Source: an optimization exercise on an open RTL-to-GDS flow (aim: small area and few clock cycles per item). Production flows keep margins and buffers that such runs may drop. In this exercise RTL edits were held to simulation tests only and were not proved equivalent to the original.

Design aabb_contact_impulse_resolver, start of the top module:
module aabb_contact_impulse_resolver (
  input  logic          clk,
  input  logic          rst_n,
  input  logic          start,
  output logic          busy,
  input  logic [47:0]   in_box_one_min,
  input  logic [47:0]   in_box_one_max,
  input  logic [47:0]   in_box_two_min,
  input  logic [47:0]   in_box_two_max,
  input  logic [47:0]   in_vel_one,
  input  logic [47:0]   in_vel_two,
  input  logic [15:0]   in_mass_one,
  input  logic [15:0]   in_mass_two,
  input  logic [8:0]    in_bounce_one,
  input  logic [8:0]    in_bounce_two,
  input  logic          in_fixed_one,
  input  logic          in_fixed_two,
  output logic          out_valid,
  output logic          out_overlap,
  output logic          out_applied,
  output logic [1:0]    out_contact_axis,
  output logic          out_normal_negative,
  output logic [47:0]   out_new_vel_one,
  output logic [47:0]   out_new_vel_two
);
For scale: ~1100 flip-flops, ~450 I/O pins.
==> module acir_div, before the edit <==
module acir_div #(
  parameter int STEPS = 1
) (
  input  logic [34:0] s_in,
  input  logic [16:0] m,
  output logic [34:0] s_out
);
  always_comb begin
    logic [34:0] s;
    logic [17:0] t;
    logic [18:0] d;
    s = s_in;
    for (int i = 0; i < STEPS; i++) begin
      t = {s[34:18], s[17]};
      d = {1'b0, t} - {2'b0, m};
      s = {(d[18] ? t[16:0] : d[16:0]), s[16:0], ~d[18]};
    end
    s_out = s;
  end
endmodule
==> flow/config.mk <==
export PLATFORM = sky130hd
export DESIGN_NAME = aabb_contact_impulse_resolver
export DESIGN_NICKNAME = aabb_contact_impulse_resolver
export VERILOG_FILES = /design/flow/design.v
export SDC_FILE = /design/flow/constraint.sdc
export NUM_CORES = 4
export LEC_CHECK = 0
export ABC_AREA = 1
export CAP_MARGIN = 20
export CORE_MARGIN = 2
export CORE_UTILIZATION = 40
export CTS_CLUSTER_DIAMETER = 200
export CTS_CLUSTER_SIZE = 20
export SLEW_MARGIN = 20
==> flow/constraint.sdc <==
create_clock -name core_clock -period 10.0 [get_ports {clk}]
set_input_delay 2.0000 -clock core_clock [delete_from_list [all_inputs] [get_ports {clk}]]
set_output_delay 2.0000 -clock core_clock [all_outputs]
set_load 0.01 [all_outputs]
standard.sh (not shown) runs the stock make flow with config.mk's settings and CLKGATE_MAP_FILE= SYNTH_SCRIPT=/design/flow/synth_recipe.tcl, a recipe that flattens the netlist after the stock synthesis.
==> flow/flow/run.sh <==
#!/bin/bash
# The standard layout (standard.sh: ORFS with the standard flow's settings), except that
# the port buffers are made from the smallest buffer cell, buf_1, instead of
# the cell buffer_ports picks on its own. Every port still gets its buffer.
# The full output of the layout goes to layout.log in this folder; each ORFS
# step also keeps its own log under orfs/logs.
set -euo pipefail
bash standard.sh \
  "BUFFER_PORTS_ARGS=-buffer_cell sky130_fd_sc_hd__buf_1" \
  finish > layout.log 2>&1
The first run finished clean.
Testbench counts at the start, summed over its fixed seeds: cycles 24,048, items 24,000.
==> next run, changes <==
--- a/flow/design.v
+++ b/flow/design.v
@@ -13,4 +13,26 @@
   output logic [34:0] s_out
 );
+  function automatic logic [18:0] sub_bk(input logic [17:0] t, input logic [16:0] mm);
+    logic [17:0] b, g, p, gg, pp;
+    b  = ~{1'b0, mm};
+    g  = t & b;
+    p  = t ^ b;
+    gg = g;
+    pp = p;
+    gg[0] = g[0] | p[0];               
+    for (int d = 1; d < 18; d = d * 2) begin
+      for (int i = 2*d - 1; i < 18; i += 2*d) begin
+        gg[i] = gg[i] | (pp[i] & gg[i-d]);
+        pp[i] = pp[i] & pp[i-d];
+      end
+    end
+    for (int d = 8; d >= 1; d = d / 2) begin
+      for (int i = 3*d - 1; i < 18; i += 2*d) begin
+        gg[i] = gg[i] | (pp[i] & gg[i-d]);
+        pp[i] = pp[i] & pp[i-d];
+      end
+    end
+    sub_bk = {gg[17], p ^ {gg[16:0], 1'b1}};
+  endfunction
   always_comb begin
     logic [34:0] s;
@@ -20,6 +42,6 @@
     for (int i = 0; i < STEPS; i++) begin
       t = {s[34:18], s[17]};
-      d = {1'b0, t} - {2'b0, m};
-      s = {(d[18] ? t[16:0] : d[16:0]), s[16:0], ~d[18]};
+      d = sub_bk(t, m);
+      s = {(d[18] ? d[16:0] : t[16:0]), s[16:0], d[18]};
     end
     s_out = s;
After rerunning: Now the flow finished with negative setup slack left. Flip-flop and latch count does not change. Hold slack degrades by 11 ps. Clock-buffer cell count does not change. Core utilization rises by 2.5 points. Via count falls by 1.3%.
Testbench counts after the change, summed over its fixed seeds: cycles 24,048, items 24,000.

* * *

== rev 12 ==
Another version of the RTL of aabb_contact_impulse_resolver (not shown whole).
For scale: ~13000 cells after synthesis, ~960 flip-flops, about 450 I/O pins, about 94000 sq um of cells after synthesis.
==> module aabb_contact_impulse_resolver, before the edit <==
module aabb_contact_impulse_resolver (
  input  logic          clk,
  input  logic          rst_n,
  input  logic          start,
  output logic          busy,
  input  logic [47:0]   in_box_one_min,
  input  logic [47:0]   in_box_one_max,
  input  logic [47:0]   in_box_two_min,
  input  logic [47:0]   in_box_two_max,
  input  logic [47:0]   in_vel_one,
  input  logic [47:0]   in_vel_two,
  input  logic [15:0]   in_mass_one,
  input  logic [15:0]   in_mass_two,
  input  logic [8:0]    in_bounce_one,
  input  logic [8:0]    in_bounce_two,
  input  logic          in_fixed_one,
  input  logic          in_fixed_two,
  output logic          out_valid,
  output logic          out_overlap,
  output logic          out_applied,
  output logic [1:0]    out_contact_axis,
  output logic          out_normal_negative,
  output logic [47:0]   out_new_vel_one,
  output logic [47:0]   out_new_vel_two
);
  localparam int L = 4;
  localparam int NF = 1;    
  function automatic int nsteps(input int g);
    nsteps = (g == 1) ? 2 : 5;
  endfunction
  assign busy = 1'b0;
  logic        f_hit, f_app;
  logic [1:0]  f_ax;
  logic        f_neg;
  logic [16:0] f_msum;
  logic [10:0] f_esum;
  logic [15:0] f_dabs;
  logic [26:0] f_pmul;
  acir_front u_front (
    .box_one_min(in_box_one_min),
    .box_one_max(in_box_one_max),
    .box_two_min(in_box_two_min),
    .box_two_max(in_box_two_max),
    .vel_one    (in_vel_one),
    .vel_two    (in_vel_two),
    .mass_one   (in_mass_one),
    .mass_two   (in_mass_two),
    .bounce_one (in_bounce_one),
    .bounce_two (in_bounce_two),
    .fixed_one  (in_fixed_one),
    .fixed_two  (in_fixed_two),
    .hit        (f_hit),
    .applied    (f_app),
    .ax         (f_ax),
    .neg        (f_neg),
    .msum       (f_msum),
    .esum       (f_esum),
    .dabs       (f_dabs),
    .pmul       (f_pmul)
  );
  logic [47:0] vel1_r [L+1];
  logic [47:0] vel2_r [L+1];
  logic        hit_r  [L+1];
  logic        app_r  [L+1];
  logic        wr1_r  [L+1];
  logic        wr2_r  [L+1];
  logic [1:0]  ax_r   [L+1];
  logic        neg_r  [L+1];
  logic [16:0] msum_r [L+1];
  logic        val_r  [L+1];
  always_ff @(posedge clk) begin
    if (!rst_n) begin
      for (int i = 0; i <= L; i++) val_r[i] <= 1'b0;
    end else begin
      val_r[0] <= start;
      for (int i = 1; i <= L; i++) val_r[i] <= val_r[i-1];
    end
  end
  always_ff @(posedge clk) begin
    vel1_r[0] <= in_vel_one;
    vel2_r[0] <= in_vel_two;
    hit_r[0]  <= f_hit;
    app_r[0]  <= f_app;
    wr1_r[0]  <= f_app && !in_fixed_one;
    wr2_r[0]  <= f_app && !in_fixed_two;
    ax_r[0]   <= f_ax;
    neg_r[0]  <= f_neg;
    msum_r[0] <= f_msum;
    for (int i = 1; i <= L; i++) begin
      vel1_r[i] <= vel1_r[i-1];
      vel2_r[i] <= vel2_r[i-1];
      hit_r[i]  <= hit_r[i-1];
      app_r[i]  <= app_r[i-1];
      wr1_r[i]  <= wr1_r[i-1];
      wr2_r[i]  <= wr2_r[i-1];
      ax_r[i]   <= ax_r[i-1];
      neg_r[i]  <= neg_r[i-1];
      msum_r[i] <= msum_r[i-1];
    end
  end
  logic [10:0] esum_r;
  logic [15:0] dabs_r;
  logic [26:0] pmul_r;
  always_ff @(posedge clk) begin
    esum_r <= f_esum;
    dabs_r <= f_dabs;
    pmul_r <= f_pmul;
  end
  logic [26:0] w_r   [L];
  logic [8:0]  low_r [L];
  logic [34:0] ds_r  [L+1];
  logic [42:0] s1_p;
  assign s1_p = 43'(pmul_r) * 43'(dabs_r);
  always_ff @(posedge clk) begin
    w_r[1]   <= 27'(esum_r) * 27'(dabs_r);
    low_r[1] <= s1_p[8:0];
  end
  for (genvar g = 1; g <= L; g++) begin : g_div
    logic [34:0] ds_n;
    acir_div #(.STEPS(nsteps(g))) u_div (
      .s_in ((g == 1) ? {1'b0, s1_p[42:9]} : ds_r[g-1]),
      .m    (msum_r[g-1]),
      .s_out(ds_n)
    );
    always_ff @(posedge clk) ds_r[g] <= ds_n;
    if (g > 1 && g < L) begin : g_pass
      always_ff @(posedge clk) begin
        w_r[g]   <= w_r[g-1];
        low_r[g] <= low_r[g-1];
      end
    end
  end
  logic [16:0] h_r;
  logic        lgt_r, leq_r, lnz_r;
  logic [19:0] x1_r;
  logic [16:0] u2_r;
  always_ff @(posedge clk) begin
    logic [25:0] mj;
    logic signed [15:0] a1, a2;
    logic signed [16:0] u1, u2;
    mj = 26'(msum_r[L-1]) * 26'(w_r[L-1][8:0]);
    a1 = acir_pkg::lane16(vel1_r[L-1], int'(ax_r[L-1]));
    a2 = acir_pkg::lane16(vel2_r[L-1], int'(ax_r[L-1]));
    u1 = neg_r[L-1] ? -(17'(a1)) : 17'(a1);
    u2 = neg_r[L-1] ? -(17'(a2)) : 17'(a2);
    h_r   <= mj[25:9];
    lgt_r <= mj[8:0] > low_r[L-1];
    leq_r <= mj[8:0] == low_r[L-1];
    lnz_r <= low_r[L-1] != 9'd0;
    x1_r  <= 20'(u1) - 20'(w_r[L-1][26:9]) - 20'd1;
    u2_r  <= u2;
  end
  function automatic logic [15:0] sat16(input logic signed [19:0] x);
    if (x > 20'sd32767)       sat16 = 16'h7fff;
    else if (x < -20'sd32768) sat16 = 16'h8000;
    else                      sat16 = x[15:0];
  endfunction
  logic [34:0] fin_ds;
  acir_div #(.STEPS(NF)) u_divf (
    .s_in (ds_r[L]),
    .m    (msum_r[L]),
    .s_out(fin_ds)
  );
  always_comb begin
    logic [16:0] rp;
    logic [17:0] gq;
    logic signed [19:0] f1, f2, t1, t2;
    logic gt, eq, nz, adj1, adj2, ng;
    rp = fin_ds[34:18];
    gq = fin_ds[17:0];
    ng = neg_r[L];
    gt = (h_r > rp) || ((h_r == rp) && lgt_r);
    eq = (h_r == rp) && leq_r;
    nz = (rp != 17'd0) || lnz_r;
    f1 = $signed(x1_r) + $signed({2'b0, gq}) + $signed({19'b0, !gt});
    f2 = $signed({{3{u2_r[16]}}, u2_r}) + $signed({2'b0, gq});
    adj1 = f1[19] && !eq;
    adj2 = f2[19] && nz;
    t1 = (f1 ^ {20{ng}}) + $signed({19'b0, ng ^ adj1});
    t2 = (f2 ^ {20{ng}}) + $signed({19'b0, ng ^ adj2});
    out_new_vel_one = vel1_r[L];
    out_new_vel_two = vel2_r[L];
    if (wr1_r[L]) out_new_vel_one[16*int'(ax_r[L]) +: 16] = sat16(t1);
    if (wr2_r[L]) out_new_vel_two[16*int'(ax_r[L]) +: 16] = sat16(t2);
  end
  assign out_valid           = val_r[L];
  assign out_overlap         = hit_r[L];
  assign out_applied         = app_r[L];
  assign out_contact_axis    = ax_r[L];
  assign out_normal_negative = neg_r[L];
endmodule
Settings: LEC_CHECK=0, ABC_AREA=1, CAP_MARGIN=20, CORE_MARGIN=2, CORE_UTILIZATION=40, SLEW_MARGIN=20; clock period 10.0 ns.
run.sh (not shown) runs the stock make flow with config.mk's settings and CLKGATE_MAP_FILE= SYNTH_SCRIPT=/design/flow/synth_recipe.tcl, a recipe that flattens the netlist after the stock synthesis.
Stock flow here: none of the scripts above is used.
Rev 12 was carried through to the last stage, and its layout satisfied the timing, design-rule and antenna checks.
Testbench counts of rev 12, summed over its fixed seeds: cycles 24,040, items 24,000.
#### Input delta (rev 13 over rev 12)
--- a/flow/design.v
+++ b/flow/design.v
@@ -114,12 +114,12 @@
   output logic          out_normal_negative,
   output logic [47:0]   out_new_vel_one,
   output logic [47:0]   out_new_vel_two
 );
-  localparam int L = 4;
+  localparam int L = 5;
   localparam int NF = 1;    
   function automatic int nsteps(input int g);
-    nsteps = (g == 1) ? 2 : 5;
+    nsteps = (g == 1) ? 1 : 4;
   endfunction
   assign busy = 1'b0;
   logic        f_hit, f_app;
   logic [1:0]  f_ax;
[summary]
- As far as mux contribution to synthesized area is concerned, rev 12 and rev 13 perform about the same.
- Delta(area of placed instances, rev 13 - rev 12) < 0
- For the flip-flop and latch count, rev 13 came in 192 higher than rev 12 did.
- Setup WNS rev 12 -> rev 13: better
- Diff rev 12 -> rev 13: sequential share of layout area climbed 3.8 points.
- Looking at cell at the slowest stage of the critical path, the sky130_fd_sc_hd__or3_4 result is from rev 13; the sky130_fd_sc_hd__fa_2 one comes from rev 12.
- Minimum hold slack: rev 13 higher than rev 12
- The slew at the pin closest to its max-slew limit reported for rev 13 is greater than that of rev 12 by 0.081 ns.
- Rev 13 against rev 12: sum of routed wire length over all layers moved down, summed instance area of the synthesized netlist picked up an extra 3600 sq um, first-pass GRT wire length lower.
- Compared with rev 12, in rev 13 area of the multi-input gates decreased 1.7%.
Testbench counts of rev 13, summed over its fixed seeds: cycles 24,048, items 24,000.

-- afterwards: timing with drivers on the ports --
How much do the figures lean on ideal ports? The routed layouts below were timed once more, with nothing changed but the port constraints.
Step 1: set_driving_cell puts a clkbuf_16 on clk and a buf_2 on each other input, an assumption about the parent block.
Step 2 also shifts input and output timing later by t, the mid clock arrival at the registers, as if the neighbouring blocks saw the same clock.
a / b / c = ideal / step 1 / step 2; a / b = the first two.
| run | shift t [ns] | slack for setup (ns) | worst setup path after step 2 | clock arrival spread, ns |
|---|---|---|---|---|
| the first run of note 1 | 0.775 | 0.390 / 0.311 / -0.139 | input to register | 0.070 / 0.070 |
| the second run of note 1 | 0.771 | -0.403 / -0.485 / -0.366 | input to register | 0.054 / 0.054 |
| rev 12 | 0.855 | 0.365 / 0.270 / -0.059 | input to register | 0.106 / 0.106 |
| rev 13 | 0.828 | 0.393 / 0.305 / 0.058 | input to register | 0.084 / 0.084 |
Met with ideal ports but missed after step 2: setup timing in the first run of note 1 and rev 12. The setup slack of the first run of note 1, which loses most, moves by -0.079 ns with the drivers and by -0.529 ns with both steps.
